This design comes from an exercise in tuning for small area and a short achievable clock period on the open sky130 flow, not from production work. RTL that was checked went through simulation tests only; none was proved equivalent to the original. No activity file was given, so power comes from the tool's default toggle rates.

==> inputs of job 3604 <==
==> flow/design.v <==
package mask_alu_pkg;
  localparam int VLEN         = 128;
  localparam int VL_WIDTH     = 8;
  localparam int VSTART_WIDTH = 7;
  localparam int TAG_WIDTH    = 4;
  localparam logic [2:0] FUNCT3_OPMVV = 3'b010;
  localparam logic [5:0] FUNCT6_VMANDN = 6'b011000;
  localparam logic [5:0] FUNCT6_VMAND  = 6'b011001;
  localparam logic [5:0] FUNCT6_VMOR   = 6'b011010;
  localparam logic [5:0] FUNCT6_VMXOR  = 6'b011011;
  localparam logic [5:0] FUNCT6_VMORN  = 6'b011100;
  localparam logic [5:0] FUNCT6_VMNAND = 6'b011101;
  localparam logic [5:0] FUNCT6_VMNOR  = 6'b011110;
  localparam logic [5:0] FUNCT6_VMXNOR = 6'b011111;
  localparam logic [5:0] FUNCT6_VWXUNARY0 = 6'b010000;
  localparam logic [5:0] FUNCT6_VMUNARY0  = 6'b010100;
  localparam logic [4:0] VS1_VFIRST = 5'b10001;
  localparam logic [4:0] VS1_VMSBF  = 5'b00001;
  localparam logic [4:0] VS1_VMSOF  = 5'b00010;
  localparam logic [4:0] VS1_VMSIF  = 5'b00011;
  typedef logic [VLEN-1:0]         vreg_t;
  typedef logic [VL_WIDTH-1:0]     vl_t;
  typedef logic [VSTART_WIDTH-1:0] vstart_t;
  typedef logic [TAG_WIDTH-1:0]    tag_t;
  typedef enum logic [3:0] {
    OP_NONE,
    OP_ANDN,
    OP_AND,
    OP_OR,
    OP_XOR,
    OP_ORN,
    OP_NAND,
    OP_NOR,
    OP_XNOR,
    OP_MSBF,
    OP_MSIF,
    OP_MSOF,
    OP_FIRST
  } mask_op_e;
endpackage
module mask_alu_top (
  input  logic          clk,
  input  logic          reset,
  input  logic          uop_valid,
  input  logic [2:0]    funct3,
  input  logic [5:0]    funct6,
  input  logic [4:0]    vs1_op,
  input  logic          vm,
  input  logic [7:0]    vl,
  input  logic [6:0]    vstart,
  input  logic [3:0]    tag,
  input  logic [127:0]  vs1_data,
  input  logic          vs1_valid,
  input  logic [127:0]  vs2_data,
  input  logic          vs2_valid,
  input  logic [127:0]  v0_data,
  input  logic          v0_valid,
  input  logic [127:0]  vd_data,
  input  logic          vd_valid,
  output logic          result_valid,
  output logic [3:0]    result_tag,
  output logic [127:0]  result_data
);
  logic f3_ok, is_logic, is_unary, is_first, accept;
  assign f3_ok    = (funct3 == 3'b010);
  assign is_logic = f3_ok & (funct6[5:3] == 3'b011);
  assign is_unary = f3_ok & (funct6 == 6'b010100) & (vs1_op[4:2] == 3'b000) & (vs1_op[1:0] != 2'b00);
  assign is_first = f3_ok & (funct6 == 6'b010000) & (vs1_op == 5'b10001);
  assign accept   = uop_valid & (
      (is_logic & vs1_valid & vs2_valid & vd_valid & vm) |
      (is_unary & ~vs1_valid & vs2_valid & (vm | (vd_valid & v0_valid))) |
      (is_first & ~vs1_valid & vs2_valid & (vm | v0_valid)));
  logic sel_l, sel_u, sel_f;
  assign sel_l = funct6[3];
  assign sel_u = ~funct6[3] & funct6[2];
  assign sel_f = ~funct6[3] & ~funct6[2];
  logic [3:0] tt;
  always_comb begin
    case (funct6[2:0])
      3'b000:  tt = 4'b0100;  
      3'b001:  tt = 4'b1000;  
      3'b010:  tt = 4'b1110;  
      3'b011:  tt = 4'b0110;  
      3'b100:  tt = 4'b1101;  
      3'b101:  tt = 4'b0111;  
      3'b110:  tt = 4'b0001;  
      default: tt = 4'b1001;  
    endcase
  end
  logic k0, k1;
  assign k0 = vs1_op[0];   
  assign k1 = vs1_op[1];   
  logic [127:0] act, s;
  assign act = {128{vm}} | v0_data;
  assign s   = vs2_data & act;
  logic [31:0] grp;
  genvar g, i;
  generate
    for (g = 0; g < 32; g++) begin : g_grp
      assign grp[g] = |s[4*g +: 4];
    end
  endgenerate
  logic [31:0] gl [0:5];
  assign gl[0] = grp;
  generate
    for (g = 0; g < 5; g++) begin : g_gpref
      for (i = 0; i < 32; i++) begin : g_gb
        if ((i >> g) & 1)
          assign gl[g+1][i] = gl[g][i] | gl[g][((i >> g) << g) - 1];
        else
          assign gl[g+1][i] = gl[g][i];
      end
    end
  endgenerate
  logic [31:0] gp;
  assign gp = {gl[5][30:0], 1'b0};
  logic [127:0] p;
  generate
    for (g = 0; g < 32; g++) begin : g_p
      assign p[4*g]   = gp[g];
      assign p[4*g+1] = gp[g] | s[4*g];
      assign p[4*g+2] = gp[g] | s[4*g] | s[4*g+1];
      assign p[4*g+3] = gp[g] | s[4*g] | s[4*g+1] | s[4*g+2];
    end
  endgenerate
  logic [31:0] gfirst;
  assign gfirst = grp & ~gp;
  logic [1:0] lpos [0:31];
  generate
    for (g = 0; g < 32; g++) begin : g_lpos
      assign lpos[g][0] = ~s[4*g] & (s[4*g+1] | ~s[4*g+2]);
      assign lpos[g][1] = ~s[4*g] & ~s[4*g+1];
    end
  endgenerate
  logic [6:0] idx;
  always_comb begin
    idx = '0;
    for (int m = 0; m < 32; m++) begin
      idx[6:2] = idx[6:2] | ({5{gfirst[m]}} & 5'(m));
      idx[1:0] = idx[1:0] | ({2{gfirst[m]}} & lpos[m]);
    end
  end
  logic any_s, found;
  assign any_s = |grp;
  assign found = any_s & (vl[7] | (idx < vl[6:0]));
  logic [127:0] first_res;
  assign first_res = {{121{~found}}, idx | {7{~found}}};
  logic [127:0] pre;
  logic [127:0] tl [0:6];
  assign tl[0][0] = vstart[0];
  assign tl[0][1] = 1'b0;
  generate
    for (g = 1; g < 7; g++) begin : g_thr
      for (i = 0; i < (1 << (g+1)); i++) begin : g_tb
        if (i < (1 << g))
          assign tl[g][i] = vstart[g] | tl[g-1][i];
        else
          assign tl[g][i] = vstart[g] & tl[g-1][i - (1 << g)];
      end
    end
  endgenerate
  assign pre = tl[6];
  logic [127:0] merged;
  always_comb begin
    for (int k = 0; k < 128; k++) begin
      logic lv, uv;
      lv = tt[{vs2_data[k], vs1_data[k]}];
      uv = ~p[k] & (vs2_data[k] ? k1 : k0);
      if (sel_l)
        merged[k] = pre[k] ? vd_data[k] : lv;
      else if (sel_u)
        merged[k] = act[k] ? uv : vd_data[k];
      else
        merged[k] = first_res[k];
    end
  end
  always_ff @(posedge clk) begin
    if (reset) result_valid <= 1'b0;
    else       result_valid <= accept;
  end
  always_ff @(posedge clk) begin
    result_tag  <= tag;
    result_data <= merged;
  end
endmodule
==> flow/run.sh <==
#!/bin/bash
# synth_recipe.tcl (not shown) runs the flow's synth.tcl, then flattens the netlist and writes it again
# the make line also repeats each setting of config.mk as NAME=value (left out here)
make -C /OpenROAD-flow-scripts/flow DESIGN_CONFIG=/design/flow/config.mk WORK_HOME=/design/flow/orfs CLKGATE_MAP_FILE= SYNTH_SCRIPT=/design/flow/synth_recipe.tcl finish
==> flow/config.mk <==
export PLATFORM = sky130hd
export DESIGN_NAME = mask_alu_top
export DESIGN_NICKNAME = mask_alu_top
export VERILOG_FILES = /design/flow/design.v
export SDC_FILE = /design/flow/constraint.sdc
export NUM_CORES = 4
export LEC_CHECK = 0
export CAP_MARGIN = 20
export CORE_MARGIN = 2
export CORE_UTILIZATION = 25
export SETUP_SLACK_MARGIN = 0.2
export SLEW_MARGIN = 20
==> flow/constraint.sdc <==
create_clock -name core_clock -period 8.0 [get_ports {clk}]
set_input_delay 1.6000 -clock core_clock [delete_from_list [all_inputs] [get_ports {clk}]]
set_output_delay 1.6000 -clock core_clock [all_outputs]
set_load 0.01 [all_outputs]
==> job 1104: changes against job 3604 <==
==> flow/design.v, changed modules only <==
module mask_alu_top (
  input  logic          clk,
  input  logic          reset,
  input  logic          uop_valid,
  input  logic [2:0]    funct3,
  input  logic [5:0]    funct6,
  input  logic [4:0]    vs1_op,
  input  logic          vm,
  input  logic [7:0]    vl,
  input  logic [6:0]    vstart,
  input  logic [3:0]    tag,
  input  logic [127:0]  vs1_data,
  input  logic          vs1_valid,
  input  logic [127:0]  vs2_data,
  input  logic          vs2_valid,
  input  logic [127:0]  v0_data,
  input  logic          v0_valid,
  input  logic [127:0]  vd_data,
  input  logic          vd_valid,
  output logic          result_valid,
  output logic [3:0]    result_tag,
  output logic [127:0]  result_data
);
  logic f3_ok, is_logic, is_unary, is_first, accept;
  assign f3_ok    = (funct3 == 3'b010);
  assign is_logic = f3_ok & (funct6[5:3] == 3'b011);
  assign is_unary = f3_ok & (funct6 == 6'b010100) & (vs1_op[4:2] == 3'b000) & (vs1_op[1:0] != 2'b00);
  assign is_first = f3_ok & (funct6 == 6'b010000) & (vs1_op == 5'b10001);
  assign accept   = uop_valid & (
      (is_logic & vs1_valid & vs2_valid & vd_valid & vm) |
      (is_unary & ~vs1_valid & vs2_valid & (vm | (vd_valid & v0_valid))) |
      (is_first & ~vs1_valid & vs2_valid & (vm | v0_valid)));
  logic sel_l, sel_u, sel_f;
  assign sel_l = funct6[3];
  assign sel_u = ~funct6[3] & funct6[2];
  assign sel_f = ~funct6[3] & ~funct6[2];
  logic [3:0] tt;
  always_comb begin
    case (funct6[2:0])
      3'b000:  tt = 4'b0100;  
      3'b001:  tt = 4'b1000;  
      3'b010:  tt = 4'b1110;  
      3'b011:  tt = 4'b0110;  
      3'b100:  tt = 4'b1101;  
      3'b101:  tt = 4'b0111;  
      3'b110:  tt = 4'b0001;  
      default: tt = 4'b1001;  
    endcase
  end
  logic [127:0] s;
  assign s = vs2_data & ({128{vm}} | v0_data);
  logic [127:0] lvl [0:7];
  logic [31:0]  g1, gp;
  logic [127:0] p;
  assign lvl[0] = s;
  genvar g, i;
  generate
    for (g = 0; g < 7; g++) begin : g_pref
      for (i = 0; i < 128; i++) begin : g_bit
        if ((i >> g) & 1)
          assign lvl[g+1][i] = lvl[g][i] | lvl[g][((i >> g) << g) - 1];
        else
          assign lvl[g+1][i] = lvl[g][i];
      end
    end
    for (g = 0; g < 32; g++) begin : g_grp
      assign g1[g] = lvl[2][4*g+3];
      assign gp[g] = p[4*g];
    end
  endgenerate
  assign p = {lvl[7][126:0], 1'b0};
  logic [6:0] idx;
  always_comb begin
    logic       an [0:7][0:127];
    logic [6:0] ix [0:7][0:127];
    for (int k = 0; k < 128; k++) begin
      an[0][k] = s[k];
      ix[0][k] = '0;
    end
    for (int l = 1; l <= 7; l++) begin
      for (int n = 0; n < (128 >> l); n++) begin
        an[l][n] = an[l-1][2*n] | an[l-1][2*n+1];
        ix[l][n] = an[l-1][2*n] ? ix[l-1][2*n] : (ix[l-1][2*n+1] | 7'(1 << (l-1)));
      end
    end
    idx = ix[7][0];
  end
  logic [127:0] thr;
  logic [7:0]   st_gt, st_eq;
  logic [15:0]  st_lo;
  always_comb begin
    for (int h = 0; h < 8; h++) begin
      st_gt[h] = (vstart[6:4] > 3'(h));
      st_eq[h] = (vstart[6:4] == 3'(h));
    end
    for (int l = 0; l < 16; l++) st_lo[l] = (vstart[3:0] > 4'(l));
    for (int k = 0; k < 128; k++)
      thr[k] = st_gt[k/16] | (st_eq[k/16] & st_lo[k%16]);
  end
  logic [7:0]  vl_gt, vl_eq, blk_any, blk_part;
  logic [15:0] vl_lo;
  logic        found;
  always_comb begin
    for (int h = 0; h < 8; h++) begin
      vl_gt[h] = vl[7] | (vl[6:4] > 3'(h));
      vl_eq[h] = ~vl[7] & (vl[6:4] == 3'(h));
    end
    for (int l = 0; l < 16; l++) vl_lo[l] = (vl[3:0] > 4'(l));
    for (int h = 0; h < 8; h++) begin
      blk_any[h]  = |s[16*h +: 16];
      blk_part[h] = |(s[16*h +: 16] & vl_lo);
    end
    found = |((vl_gt & blk_any) | (vl_eq & blk_part));
  end
  logic       gu;
  logic [3:0] gt;
  assign gu = sel_u & ~vm;
  always_comb begin
    if (sel_l)      gt = tt;
    else if (sel_u) gt = {1'b0, vs1_op[1], 1'b0, vs1_op[0]};   
    else            gt = 4'b0000;
  end
  logic [127:0] merged;
  logic [127:0] fres;
  assign fres = {{121{~found}}, idx | {7{~found}}};
  always_comb begin
    for (int k = 0; k < 128; k++) begin
      logic x, y, z, rr;
      x  = (sel_l & thr[k]) | (gu & ~v0_data[k]);
      y  = sel_l & vs1_data[k];
      z  = sel_u & (vm | v0_data[k]);
      rr = (x ? vd_data[k] : gt[{vs2_data[k], y}]) & ~(p[k] & z);
      merged[k] = sel_f ? fres[k] : rr;
    end
  end
  always_ff @(posedge clk) begin
    if (reset) result_valid <= 1'b0;
    else       result_valid <= accept;
  end
  always_ff @(posedge clk) begin
    result_tag  <= tag;
    result_data <= merged;
  end
endmodule
==> flow/flow/run.sh (new file) <==
#!/bin/bash
# Standard ORFS layout (the standard.sh), with plain buf_1 cells as the port
# buffers and cell resizing not restricted to the same footprint.
set -euo pipefail
export BUFFER_PORTS_ARGS="-buffer_cell sky130_fd_sc_hd__buf_1"
sed 's/CLKGATE_MAP_FILE= /CLKGATE_MAP_FILE= MATCH_CELL_FOOTPRINT=0 /' standard.sh > standard_mod.sh
grep -q 'MATCH_CELL_FOOTPRINT=0' standard_mod.sh
bash standard_mod.sh > standard_flow.log 2>&1
==> flow/standard.sh (new file) <==
#!/bin/bash
# synth_recipe.tcl (not shown) runs the flow's synth.tcl, then flattens the netlist and writes it again
# the make line also repeats each setting of config.mk as NAME=value (left out here)
make -C /OpenROAD-flow-scripts/flow DESIGN_CONFIG=/design/flow/config.mk WORK_HOME=/design/flow/orfs CLKGATE_MAP_FILE= SYNTH_SCRIPT=/design/flow/synth_recipe.tcl "${@:-finish}"
- ABC_AREA: not set -> 1
- CORE_AREA: not set -> 5 5 235 235
- CORE_MARGIN: 2 -> not set
- CORE_UTILIZATION: 25 -> not set
- DIE_AREA: not set -> 0 0 240 240
- SETUP_SLACK_MARGIN: 0.2 -> 4.5
removed: flow/run.sh
==> job 9878: changes against job 3604 <==
==> flow/design.v, changed modules only <==
module mask_alu_top (
  input  logic          clk,
  input  logic          reset,
  input  logic          uop_valid,
  input  logic [2:0]    funct3,
  input  logic [5:0]    funct6,
  input  logic [4:0]    vs1_op,
  input  logic          vm,
  input  logic [7:0]    vl,
  input  logic [6:0]    vstart,
  input  logic [3:0]    tag,
  input  logic [127:0]  vs1_data,
  input  logic          vs1_valid,
  input  logic [127:0]  vs2_data,
  input  logic          vs2_valid,
  input  logic [127:0]  v0_data,
  input  logic          v0_valid,
  input  logic [127:0]  vd_data,
  input  logic          vd_valid,
  output logic          result_valid,
  output logic [3:0]    result_tag,
  output logic [127:0]  result_data
);
  logic f3_ok, is_logic, is_unary, is_first, accept;
  assign f3_ok    = (funct3 == 3'b010);
  assign is_logic = f3_ok & (funct6[5:3] == 3'b011);
  assign is_unary = f3_ok & (funct6 == 6'b010100) & (vs1_op[4:2] == 3'b000) & (vs1_op[1:0] != 2'b00);
  assign is_first = f3_ok & (funct6 == 6'b010000) & (vs1_op == 5'b10001);
  assign accept   = uop_valid & (
      (is_logic & vs1_valid & vs2_valid & vd_valid & vm) |
      (is_unary & ~vs1_valid & vs2_valid & (vm | (vd_valid & v0_valid))) |
      (is_first & ~vs1_valid & vs2_valid & (vm | v0_valid)));
  logic sel_l, sel_u, sel_f;
  assign sel_l = funct6[3];
  assign sel_u = ~funct6[3] & funct6[2];
  assign sel_f = ~funct6[3] & ~funct6[2];
  logic [3:0] tt;
  always_comb begin
    case (funct6[2:0])
      3'b000:  tt = 4'b0100;  
      3'b001:  tt = 4'b1000;  
      3'b010:  tt = 4'b1110;  
      3'b011:  tt = 4'b0110;  
      3'b100:  tt = 4'b1101;  
      3'b101:  tt = 4'b0111;  
      3'b110:  tt = 4'b0001;  
      default: tt = 4'b1001;  
    endcase
  end
  logic [127:0] s;
  assign s = vs2_data & ({128{vm}} | v0_data);
  logic [127:0] lvl [0:7];
  logic [31:0]  g1, gp;
  logic [127:0] p;
  assign lvl[0] = s;
  genvar g, i;
  generate
    for (g = 0; g < 7; g++) begin : g_pref
      for (i = 0; i < 128; i++) begin : g_bit
        if ((i >> g) & 1)
          assign lvl[g+1][i] = lvl[g][i] | lvl[g][((i >> g) << g) - 1];
        else
          assign lvl[g+1][i] = lvl[g][i];
      end
    end
    for (g = 0; g < 32; g++) begin : g_grp
      assign g1[g] = lvl[2][4*g+3];
      assign gp[g] = p[4*g];
    end
  endgenerate
  assign p = {lvl[7][126:0], 1'b0};
  logic [31:0] gfirst;
  logic [6:0]  idx;
  always_comb begin
    gfirst = g1 & ~gp;
    idx = '0;
    for (int m = 0; m < 32; m++) begin
      idx[6:2] = idx[6:2] | ({5{gfirst[m]}} & 5'(m));
      idx[1]   = idx[1] | (gfirst[m] & ~s[4*m] & ~s[4*m+1]);
      idx[0]   = idx[0] | (gfirst[m] & ~s[4*m] & (s[4*m+1] | ~s[4*m+2]));
    end
  end
  logic [127:0] thr;
  logic [7:0]   st_gt, st_eq;
  logic [15:0]  st_lo;
  always_comb begin
    for (int h = 0; h < 8; h++) begin
      st_gt[h] = (vstart[6:4] > 3'(h));
      st_eq[h] = (vstart[6:4] == 3'(h));
    end
    for (int l = 0; l < 16; l++) st_lo[l] = (vstart[3:0] > 4'(l));
    for (int k = 0; k < 128; k++)
      thr[k] = st_gt[k/16] | (st_eq[k/16] & st_lo[k%16]);
  end
  logic [7:0]  vl_gt, vl_eq, blk_any, blk_part;
  logic [15:0] vl_lo;
  logic        found;
  always_comb begin
    for (int h = 0; h < 8; h++) begin
      vl_gt[h] = vl[7] | (vl[6:4] > 3'(h));
      vl_eq[h] = ~vl[7] & (vl[6:4] == 3'(h));
    end
    for (int l = 0; l < 16; l++) vl_lo[l] = (vl[3:0] > 4'(l));
    for (int h = 0; h < 8; h++) begin
      blk_any[h]  = |s[16*h +: 16];
      blk_part[h] = |(s[16*h +: 16] & vl_lo);
    end
    found = |((vl_gt & blk_any) | (vl_eq & blk_part));
  end
  logic       gu;
  logic [3:0] gt;
  assign gu = sel_u & ~vm;
  always_comb begin
    if (sel_l)      gt = tt;
    else if (sel_u) gt = {1'b0, vs1_op[1], 1'b0, vs1_op[0]};   
    else            gt = 4'b0000;
  end
  logic [127:0] merged;
  logic [127:0] fres;
  assign fres = {{121{~found}}, idx | {7{~found}}};
  always_comb begin
    for (int k = 0; k < 128; k++) begin
      logic x, y, z, rr;
      x  = (sel_l & thr[k]) | (gu & ~v0_data[k]);
      y  = sel_l & vs1_data[k];
      z  = sel_u & (vm | v0_data[k]);
      rr = (x ? vd_data[k] : gt[{vs2_data[k], y}]) & ~(p[k] & z);
      merged[k] = sel_f ? fres[k] : rr;
    end
  end
  always_ff @(posedge clk) begin
    if (reset) result_valid <= 1'b0;
    else       result_valid <= accept;
  end
  always_ff @(posedge clk) begin
    result_tag  <= tag;
    result_data <= merged;
  end
endmodule
==> flow/flow/run.sh (new file) <==
#!/bin/bash
# Standard ORFS layout (the standard.sh), with plain buf_1 cells as the port
# buffers and cell resizing not restricted to the same footprint.
set -euo pipefail
export BUFFER_PORTS_ARGS="-buffer_cell sky130_fd_sc_hd__buf_1"
sed 's/CLKGATE_MAP_FILE= /CLKGATE_MAP_FILE= MATCH_CELL_FOOTPRINT=0 /' standard.sh > standard_mod.sh
grep -q 'MATCH_CELL_FOOTPRINT=0' standard_mod.sh
bash standard_mod.sh > standard_flow.log 2>&1
==> flow/standard.sh (new file) <==
#!/bin/bash
# synth_recipe.tcl (not shown) runs the flow's synth.tcl, then flattens the netlist and writes it again
# the make line also repeats each setting of config.mk as NAME=value (left out here)
make -C /OpenROAD-flow-scripts/flow DESIGN_CONFIG=/design/flow/config.mk WORK_HOME=/design/flow/orfs CLKGATE_MAP_FILE= SYNTH_SCRIPT=/design/flow/synth_recipe.tcl "${@:-finish}"
- ABC_AREA: not set -> 1
- CORE_AREA: not set -> 5 5 235 235
- CORE_MARGIN: 2 -> not set
- CORE_UTILIZATION: 25 -> not set
- DIE_AREA: not set -> 0 0 240 240
- SETUP_SLACK_MARGIN: 0.2 -> 5
removed: flow/run.sh
==> comparison table <==
metric	job 9878	job 1104	job 3604
Via count of the first global-routing pass	26500	24600	27300
Multiplexer share of the synthesized area	0.118%	0.0599%	6.04%
Met2 Usage GRT	71.5%	62.9%	49.7%
Status	no timing/DRC/antenna violations	no timing/DRC/antenna violations	no timing/DRC/antenna violations
Overall power consumption	3.13 mW	3.10 mW	3.36 mW
Hold worst-path end	result_tag[1]	result_tag[1]	result_tag[2]
Detailed Routing Iterations Pass 1	9	8	6
Area of combinational cells with multiple inputs	14600 sq um	13300 sq um	17000 sq um
Required time of the worst setup path	8.36 ns	8.45 ns	8.41 ns
Largest net degree at the start of global routing	68	69	88
Average routed wire per standard cell	30.6 um	27.5 um	28.7 um
Cell depth of the worst setup path	9	13	19
RSZ-0062 raised after global routing	yes	yes	no
Critical Path Start	vstart[3]	vstart[3]	vs2_data[5]
Count leader, synth	sky130_fd_sc_hd__nand2_1	sky130_fd_sc_hd__nand2_1	sky130_fd_sc_hd__nor2_1
Final setup margin	4.29 ns	4.48 ns	0.682 ns
Most frequent standard cell in the layout excluding fill and tap cells	sky130_fd_sc_hd__nand2_1	sky130_fd_sc_hd__nand2_1	sky130_fd_sc_hd__clkdlybuf4s50_1
Number of clock-tree buffers in the layout	17	17	18
Core footprint	52400 sq um	52400 sq um	84000 sq um
Die outline width	240 um	240 um	296 um
No functional check of the RTL was part of job 3604.

-- afterwards: timing with drivers on the ports --
The flow's constraints put no driver on any port. The routed layouts listed below were extracted and timed again, unchanged, in two steps. Step 1 (the two cells are an assumption about what drives the block):
set clk [get_ports {clk}]
set_driving_cell -lib_cell sky130_fd_sc_hd__clkbuf_16 $clk
set_driving_cell -lib_cell sky130_fd_sc_hd__buf_2 [delete_from_list [all_inputs] $clk]
Step 2 moves the port delays by t, midway between the first and last clock arrival at a register: inputs arrive t later, outputs are due t later. That takes back most of the time a late clock gives input paths. a / b / c = ideal / step 1 / step 2; a / b = the first two.
run | t (ns) | slack for setup (ns) | slew at the worst register clock pin (ns)
job 3604 | 0.556 | 0.682 / 0.715 / 0.159 | 0.08 / 0.08
job 1104 | 0.571 | 4.476 / 4.383 / 3.812 | 0.08 / 0.08
job 9878 | 0.569 | 4.292 / 4.098 / 3.529 | 0.08 / 0.08
After both steps setup and hold are still met in every run listed. For job 9878, which loses most, drivers alone change the setup slack by -0.194 ns; drivers and shift together by -0.763 ns.
